This design comes from an exercise in tuning for small area, a short achievable clock period and few clock cycles on the open sky130 flow, not from production work.
The RTL was checked by simulation tests, not by an equivalence proof against the original design.

Design idct_top, start of the top module:
module idct_top (
	input  logic                 clock,
	input  logic                 resetn,
	input  logic                 start_i,
	input  logic [4:0]           block_row_i,
	input  logic [5:0]           block_col_i,
	input  sram_pkg::sram_data_t sram_read_data_i,
	output sram_pkg::sram_addr_t sram_address_o,
	output sram_pkg::sram_data_t sram_write_data_o,
	output logic                 sram_we_n_o,
	output logic                 done_o
);
==> flow/config.mk <==
export PLATFORM = sky130hd
export DESIGN_NAME = idct_top
export DESIGN_NICKNAME = idct_top
export VERILOG_FILES = /design/flow/design.v
export SDC_FILE = /design/flow/constraint.sdc
export NUM_CORES = 4
export LEC_CHECK = 0
export CAP_MARGIN = 20
export CORE_MARGIN = 2
export CORE_UTILIZATION = 70
export CTS_CLUSTER_DIAMETER = 100
export CTS_CLUSTER_SIZE = 24
export SETUP_SLACK_MARGIN = 5
export SLEW_MARGIN = 20
==> flow/constraint.sdc <==
create_clock -name core_clock -period 13.0 [get_ports {clock}]
set_input_delay 2.6000 -clock core_clock [delete_from_list [all_inputs] [get_ports {clock}]]
set_output_delay 2.6000 -clock core_clock [all_outputs]
set_load 0.01 [all_outputs]
standard.sh (not shown) runs the stock make flow with config.mk's settings and CLKGATE_MAP_FILE= SYNTH_SCRIPT=/design/flow/synth_recipe.tcl, a recipe that flattens the netlist after the stock synthesis.
==> flow/flow/run.sh <==
#!/bin/bash
# The standard layout (standard.sh: ORFS from synthesis to the final
# layout), with timing repair aiming for a setup slack well above zero so
# that the layout reaches a shorter period than the 13 ns it is signed off at.
bash standard.sh SETUP_SLACK_MARGIN=9.3 finish > standard.log 2>&1
Testbench counts at the start, summed over its fixed seeds: cycles 34,304.
==> next run, changes <==
--- a/flow/design.v
+++ b/flow/design.v
@@ -186,54 +186,55 @@
 		case (ns_step)
 			3'd1, 3'd3: lsel <= 2'b01;    
 			3'd5, 3'd7: lsel <= 2'b10;    
 			default:    lsel <= 2'b00;    
 		endcase
 		first <= ns_proc && ns_step[2:1] == 2'd0;
 		for (int x = 0; x < 4; x++)
 			flip[x] <= ns_proc && FLIP[8*x + ns_step];
 		cv_sub <= ns[3:0] == 4'd13 || ns[3:0] == 4'd15 || ns[3:0] == 4'd1 || ns[3:0] == 4'd3;
-		bshift <= ns[3:0] == 4'd15 || ns[3:0] <= 4'd3 || (ns[3:0] >= 4'd8 && ns[3:0] <= 4'd11);
+		bshift <= !(ns[3:0] >= 4'd4 && ns[3:0] <= 4'd6 || ns[3:0] >= 4'd12 && ns[3:0] <= 4'd14);
 	end
 	logic [23:0] x0, y0, z0, x1, y1, z1, x2, y2, z2, w2, x3, y3, z3;
+	logic        m3;
 	always_comb begin
 		x0 = sx << 11;
 		case (lsel)
-			2'b00:   begin y0 = ~(t5 << 4); z0 = t5 << 3; end
+			2'b00:   begin y0 = ~(t5 << 3); z0 = 24'd0;   end
 			2'b01:   begin y0 = ~(t5 << 5); z0 = sx << 2; end
 			default: begin y0 = ~(t5 << 7); z0 = t5 << 3; end
 		endcase
 		case (lsel)
 			2'b00:   begin x1 = t3 << 9; y1 = t5 << 5; z1 = t3 << 1; end
 			2'b01:   begin x1 = t3 << 8; y1 = t5 << 1; z1 = t5;      end
 			default: begin x1 = t3 << 8; y1 = t5 << 7; z1 = t5 << 3; end
 		endcase
 		case (lsel)
 			2'b00:   begin x2 = sx << 10; y2 = t3 << 5; z2 = sx << 4; w2 = sx;    end
 			2'b01:   begin x2 = t3 << 8;  y2 = t5 << 1; z2 = t5;      w2 = 24'd0; end
 			default: begin x2 = sx << 10; y2 = t3 << 7; z2 = t5 << 3; w2 = 24'd0; end
 		endcase
 		case (lsel)
-			2'b00:   begin x3 = t3 << 7;  y3 = sx << 4; z3 = ~sx;        end
-			2'b01:   begin x3 = sx << 11; y3 = sx << 2; z3 = ~(t5 << 5); end
-			default: begin x3 = sx << 11; y3 = t5 << 3; z3 = ~(t5 << 7); end
+			2'b00:   begin x3 = t3 << 7;  y3 = t5 << 1; z3 = t5;         m3 = 1'b0; end
+			2'b01:   begin x3 = sx << 11; y3 = sx << 2; z3 = ~(t5 << 5); m3 = 1'b1; end
+			default: begin x3 = t3 << 8;  y3 = t5 << 7; z3 = t5 << 3;    m3 = 1'b0; end
 		endcase
 	end
 	logic [23:0] r0, r1, r2, r3;
 	logic [23:0] u4, u5, u6, u7, v4, v5, v6, v7;
 	logic [23:0] au0, au1, au2, au3, av0, av1, av2, av3;
 	ring_csa3 u_c0 (.first_i(first), .f_i(flip[0]), .ka_i(1'b1), .kb_i(flip[0]), .r_i(r0),
 		.x_i(x0), .y_i(y0), .z_i(z0), .u_o(au0), .v_o(av0));
 	ring_csa3 u_c1 (.first_i(first), .f_i(flip[1]), .ka_i(flip[1]), .kb_i(1'b0), .r_i(r1),
 		.x_i(x1), .y_i(y1), .z_i(z1), .u_o(au1), .v_o(av1));
 	ring_csa4 u_c2 (.first_i(first), .f_i(flip[2]), .k_i(flip[2]), .r_i(r2),
 		.x_i(x2), .y_i(y2), .z_i(z2), .w_i(w2), .u_o(au2), .v_o(av2));
-	ring_csa3 u_c3 (.first_i(first), .f_i(1'b0), .ka_i(1'b1), .kb_i(1'b0), .r_i(r3),
+	ring_csa3 u_c3 (.first_i(first), .f_i(1'b0), .ka_i(m3), .kb_i(1'b0), .r_i(r3),
 		.x_i(x3), .y_i(y3), .z_i(z3), .u_o(au3), .v_o(av3));
 	logic [23:0] rs4, rs5, rs6, rs7;
 	bk_add #(.W(24)) u_m4 (.a_i(u4), .b_i(v4), .c_i(1'b0), .s_o(rs4));
 	bk_add #(.W(24)) u_m5 (.a_i(u5), .b_i(v5), .c_i(1'b0), .s_o(rs5));
 	bk_add #(.W(24)) u_m6 (.a_i(u6), .b_i(v6), .c_i(1'b0), .s_o(rs6));
 	bk_add #(.W(24)) u_m7 (.a_i(u7), .b_i(v7), .c_i(1'b0), .s_o(rs7));
 	always_ff @(posedge clock) begin
 		r0 <= rs6;
 		r1 <= rs4;
@@ -247,29 +248,28 @@
 	logic [23:0] cb_u, cb_v, cp, cq, cm, cv;
 	always_comb begin
 		cb_u = cv_sub ? ~u4 : u6;
 		cb_v = cv_sub ? ~v4 : v6;
 		cp   = r0 ^ cb_u ^ cb_v;
 		cm   = (r0 & cb_u) | (r0 & cb_v) | (cb_u & cb_v);
 		cq   = {cm[22:0], cv_sub};
 		cv   = cp + cq + {23'd0, cv_sub};
 	end
-	logic [15:0] bq1, bq2, bq3, bq4, wd_q;
+	logic [15:0] bq0, bq1, bq2, bq3, bq4;
 	always_ff @(posedge clock) begin
 		if (bshift) begin
-			bq1 <= bq2; bq2 <= bq3; bq3 <= bq4;
+			bq0 <= bq1; bq1 <= bq2; bq2 <= bq3; bq3 <= bq4;
 			bq4 <= cv[23:8];
 		end
-		if (ns_wdir || ns[7])
-			wd_q <= cv[23:8];
-		else if (bshift)
-			wd_q <= bq1;
 	end
+	logic [15:0] wd_q;
+	always_ff @(posedge clock)
+		wd_q <= (ns_wdir || ns[7]) ? cv[23:8] : bq0;
 	assign sram_write_data_o = wd_q;
 endmodule
 module bk_add #(
 	parameter int W = 16
 ) (
 	input  logic [W-1:0] a_i,
 	input  logic [W-1:0] b_i,
 	input  logic         c_i,
 	output logic [W-1:0] s_o
First-iteration DRC count goes up by 16%.
Worst setup slack gains 0.041 ns.
Design area increases by 1.5%.
Area after synthesis increases by 1.5%.
Count of clock-buffer cells in the layout came out higher by 1.
Core utilization decreases by 0.62 points.
Testbench counts after the change, summed over its fixed seeds: cycles 34,304.

========
Setup of maple:
idct_top, a different RTL version from the one above (not shown whole).
Size in the first run: roughly 66 I/O pins, about 0.029 mm2 of cells after synthesis.
Settings: LEC_CHECK=0, CAP_MARGIN=20, CORE_MARGIN=2, CORE_UTILIZATION=65, CTS_CLUSTER_DIAMETER=100, CTS_CLUSTER_SIZE=30, SETUP_SLACK_MARGIN=5, SLEW_MARGIN=20; clock period 13.0 ns.
Scripts as last shown in full above: flow/flow/run.sh
maple | status: complete | timing, DRC, antenna: pass
Testbench counts of maple, summed over its fixed seeds: cycles 34,304.
Input changes introduced in oak (baseline for comparison: maple):
--- a/flow/design.v
+++ b/flow/design.v
@@ -152,30 +152,26 @@
 		else
 			arrive <= (busy || go) && ns[3:0] >= 4'd2 && ns[3:0] <= 4'd9 && ns <= 8'd129;
 	end
 	logic [15:0] s_q, sg;
 	logic [15:0] sin;
 	logic [17:0] t3q;
 	logic [18:0] t5q;
 	logic [23:0] sx, t3, t5;
 	always_ff @(posedge clock)
 		s_q <= arrive ? sram_read_data_i : 16'd0;
 	assign sg = s_q;
-	logic [17:0] t3n;
-	logic [18:0] t5n;
-	bk_add #(.W(18)) u_t3 (.a_i({{2{sg[15]}}, sg}), .b_i({sg[15], sg, 1'b0}), .c_i(1'b0), .s_o(t3n));
-	bk_add #(.W(19)) u_t5 (.a_i({{3{sg[15]}}, sg}), .b_i({sg[15], sg, 2'b00}), .c_i(1'b0), .s_o(t5n));
 	always_ff @(posedge clock) begin
 		sin <= sg;
-		t3q <= t3n;
-		t5q <= t5n;
+		t3q <= {{2{sg[15]}}, sg} + {sg[15], sg, 1'b0};
+		t5q <= {{3{sg[15]}}, sg} + {sg[15], sg, 2'b00};
 	end
 	assign sx = {{8{sin[15]}}, sin};
 	assign t3 = {{6{t3q[17]}}, t3q};
 	assign t5 = {{5{t5q[18]}}, t5q};
 	logic [2:0] ns_step;
 	logic       ns_proc;
 	assign ns_step = 3'(ns[3:0] - 4'd4);
 	assign ns_proc = (busy || go) && ns[3:0] >= 4'd4 && ns[3:0] <= 4'd11 && !ns[7];
 	localparam logic [31:0] NEG = {8'h8E, 8'h1E, 8'h00, 8'hD4};   
 	logic [1:0] lsel;      
 	logic       first;
@@ -228,32 +224,27 @@
 		.x_i(x0), .y_i(y0), .z_i(z0), .u_o(au0), .v_o(av0));
 	ring_csa3 u_c1 (.first_i(first), .n_i(neg[1]), .ka_i(neg[1]), .kb_i(neg[1]), .r_i(r1),
 		.x_i(x1), .y_i(y1), .z_i(z1), .u_o(au1), .v_o(av1));
 	ring_csa4 u_c2 (.first_i(first), .n_i(neg[2]), .k_i(neg[2]), .r_i(r2),
 		.x_i(x2), .y_i(y2), .z_i(z2), .w_i(w2), .u_o(au2), .v_o(av2));
 	ring_csa3 u_c3 (.first_i(first), .n_i(neg[3]), .ka_i(neg[3] ^ m3), .kb_i(neg[3]), .r_i(r3),
 		.x_i(x3), .y_i(y3), .z_i(z3), .u_o(au3), .v_o(av3));
 	assign ak0 = 1'b0;
 	assign ak1 = neg[1];
 	assign ak2 = neg[2];
 	assign ak3 = neg[3];
-	logic [23:0] rs4, rs5, rs6, rs7;
-	bk_add #(.W(24)) u_m4 (.a_i(u4), .b_i(v4), .c_i(kc4), .s_o(rs4));
-	bk_add #(.W(24)) u_m5 (.a_i(u5), .b_i(v5), .c_i(kc5), .s_o(rs5));
-	bk_add #(.W(24)) u_m6 (.a_i(u6), .b_i(v6), .c_i(kc6), .s_o(rs6));
-	bk_add #(.W(24)) u_m7 (.a_i(u7), .b_i(v7), .c_i(kc7), .s_o(rs7));
 	always_ff @(posedge clock) begin
-		r0 <= rs6;
-		r1 <= rs4;
-		r2 <= rs7;
-		r3 <= rs5;
+		r0 <= u6 + v6 + {23'd0, kc6};
+		r1 <= u4 + v4 + {23'd0, kc4};
+		r2 <= u7 + v7 + {23'd0, kc7};
+		r3 <= u5 + v5 + {23'd0, kc5};
 		u4 <= au0; v4 <= av0; kc4 <= ak0;
 		u5 <= au1; v5 <= av1; kc5 <= ak1;
 		u6 <= au2; v6 <= av2; kc6 <= ak2;
 		u7 <= au3; v7 <= av3; kc7 <= ak3;
 	end
 	logic [23:0] cb_u, cb_v, cp, cq, cm, cv;
 	always_comb begin
 		cb_u = cv_sub ? ~u4 : u6;
 		cb_v = cv_sub ? ~v4 : v6;
 		cp   = r0 ^ cb_u ^ cb_v;
 		cm   = (r0 & cb_u) | (r0 & cb_v) | (cb_u & cb_v);
@@ -264,51 +255,22 @@
 	always_ff @(posedge clock) begin
 		if (bshift) begin
 			bq0 <= bq1; bq1 <= bq2; bq2 <= bq3; bq3 <= bq4;
 			bq4 <= cv[23:8];
 		end
 	end
 	logic [15:0] wd_q;
 	always_ff @(posedge clock)
 		wd_q <= (ns_wdir || ns[7]) ? cv[23:8] : bq0;
 	assign sram_write_data_o = wd_q;
 endmodule
-module bk_add #(
-	parameter int W = 16
-) (
-	input  logic [W-1:0] a_i,
-	input  logic [W-1:0] b_i,
-	input  logic         c_i,
-	output logic [W-1:0] s_o
-);
-	logic [W-1:0] p0, gg, pp;
-	always_comb begin
-		p0    = a_i ^ b_i;
-		gg    = a_i & b_i;
-		gg[0] = gg[0] | (p0[0] & c_i);
-		pp    = p0;
-		for (int d = 1; d < W; d = d * 2)
-			for (int i = 2 * d - 1; i < W; i += 2 * d) begin
-				gg[i] = gg[i] | (pp[i] & gg[i-d]);
-				pp[i] = pp[i] & pp[i-d];
-			end
-		for (int d = 16; d >= 1; d = d / 2)
-			for (int i = 3 * d - 1; i < W; i += 2 * d) begin
-				gg[i] = gg[i] | (pp[i] & gg[i-d]);
-				pp[i] = pp[i] & pp[i-d];
-			end
-		s_o[0] = p0[0] ^ c_i;
-		for (int i = 1; i < W; i++)
-			s_o[i] = p0[i] ^ gg[i-1];
-	end
-endmodule
 module ring_csa3 (
 	input  logic        first_i,
 	input  logic        n_i,
 	input  logic        ka_i,
 	input  logic        kb_i,
 	input  logic [23:0] r_i,
 	input  logic [23:0] x_i,
 	input  logic [23:0] y_i,
 	input  logic [23:0] z_i,
 	output logic [23:0] u_o,
 	output logic [23:0] v_o
[summary]
Die area delta for oak relative to maple: about 3.5% higher. Looking at global router's overall resource usage, oak sits above maple. Clock transition at the registers of the reported paths across maple and oak: no real change. In the tables for maple and oak, first-pass iteration count of the detailed router reads higher with oak. Measured against oak, the total wire length of maple comes out at 0.875 times the reference value. Relative to maple, the count of standard-cell rows measured on oak has increased by a few percent. Diff oak..maple | CTS sink count | unchanged. Compared with maple, in oak number of placed cells counting well taps rose by 279, number of non-filler instances in the completed layout rose 284, post-synthesis to final-layout area growth neither gained nor lost much. Going from maple to oak, synthesized netlist net count up 233. Compare maple and oak | worst setup slack higher: maple.
Testbench counts of oak, summed over its fixed seeds: cycles 34,304.

[afterwards: timing with drivers on the ports]
Ports are ideal in the flow. The routed layouts listed here were re-timed in OpenROAD. Step 1 (the two cells are an assumption about what drives the block):
set clk [get_ports {clock}]
set_driving_cell -lib_cell sky130_fd_sc_hd__clkbuf_16 $clk
set_driving_cell -lib_cell sky130_fd_sc_hd__buf_2 [delete_from_list [all_inputs] $clk]
Step 2 also shifts input and output timing later by t, the mid clock arrival at the registers, as if the neighbouring blocks saw the same clock. a / b / c = ideal ports / drivers / drivers and shift; a / b = the first two.
run	t, ns	setup slack, ns	clock arrival spread, ns
the first run of note 1	0.637	9.241 / 9.184 / 8.757	0.025 / 0.025
the second run of note 1	0.635	9.282 / 9.223 / 8.756	0.019 / 0.019
maple	0.627	9.275 / 9.217 / 8.810	0.023 / 0.023
oak	0.636	9.272 / 9.209 / 8.815	0.032 / 0.032
After both steps every run listed still meets setup and hold. For the second run of note 1, which loses most, drivers alone change the setup slack by -0.059 ns; drivers and shift together by -0.526 ns.
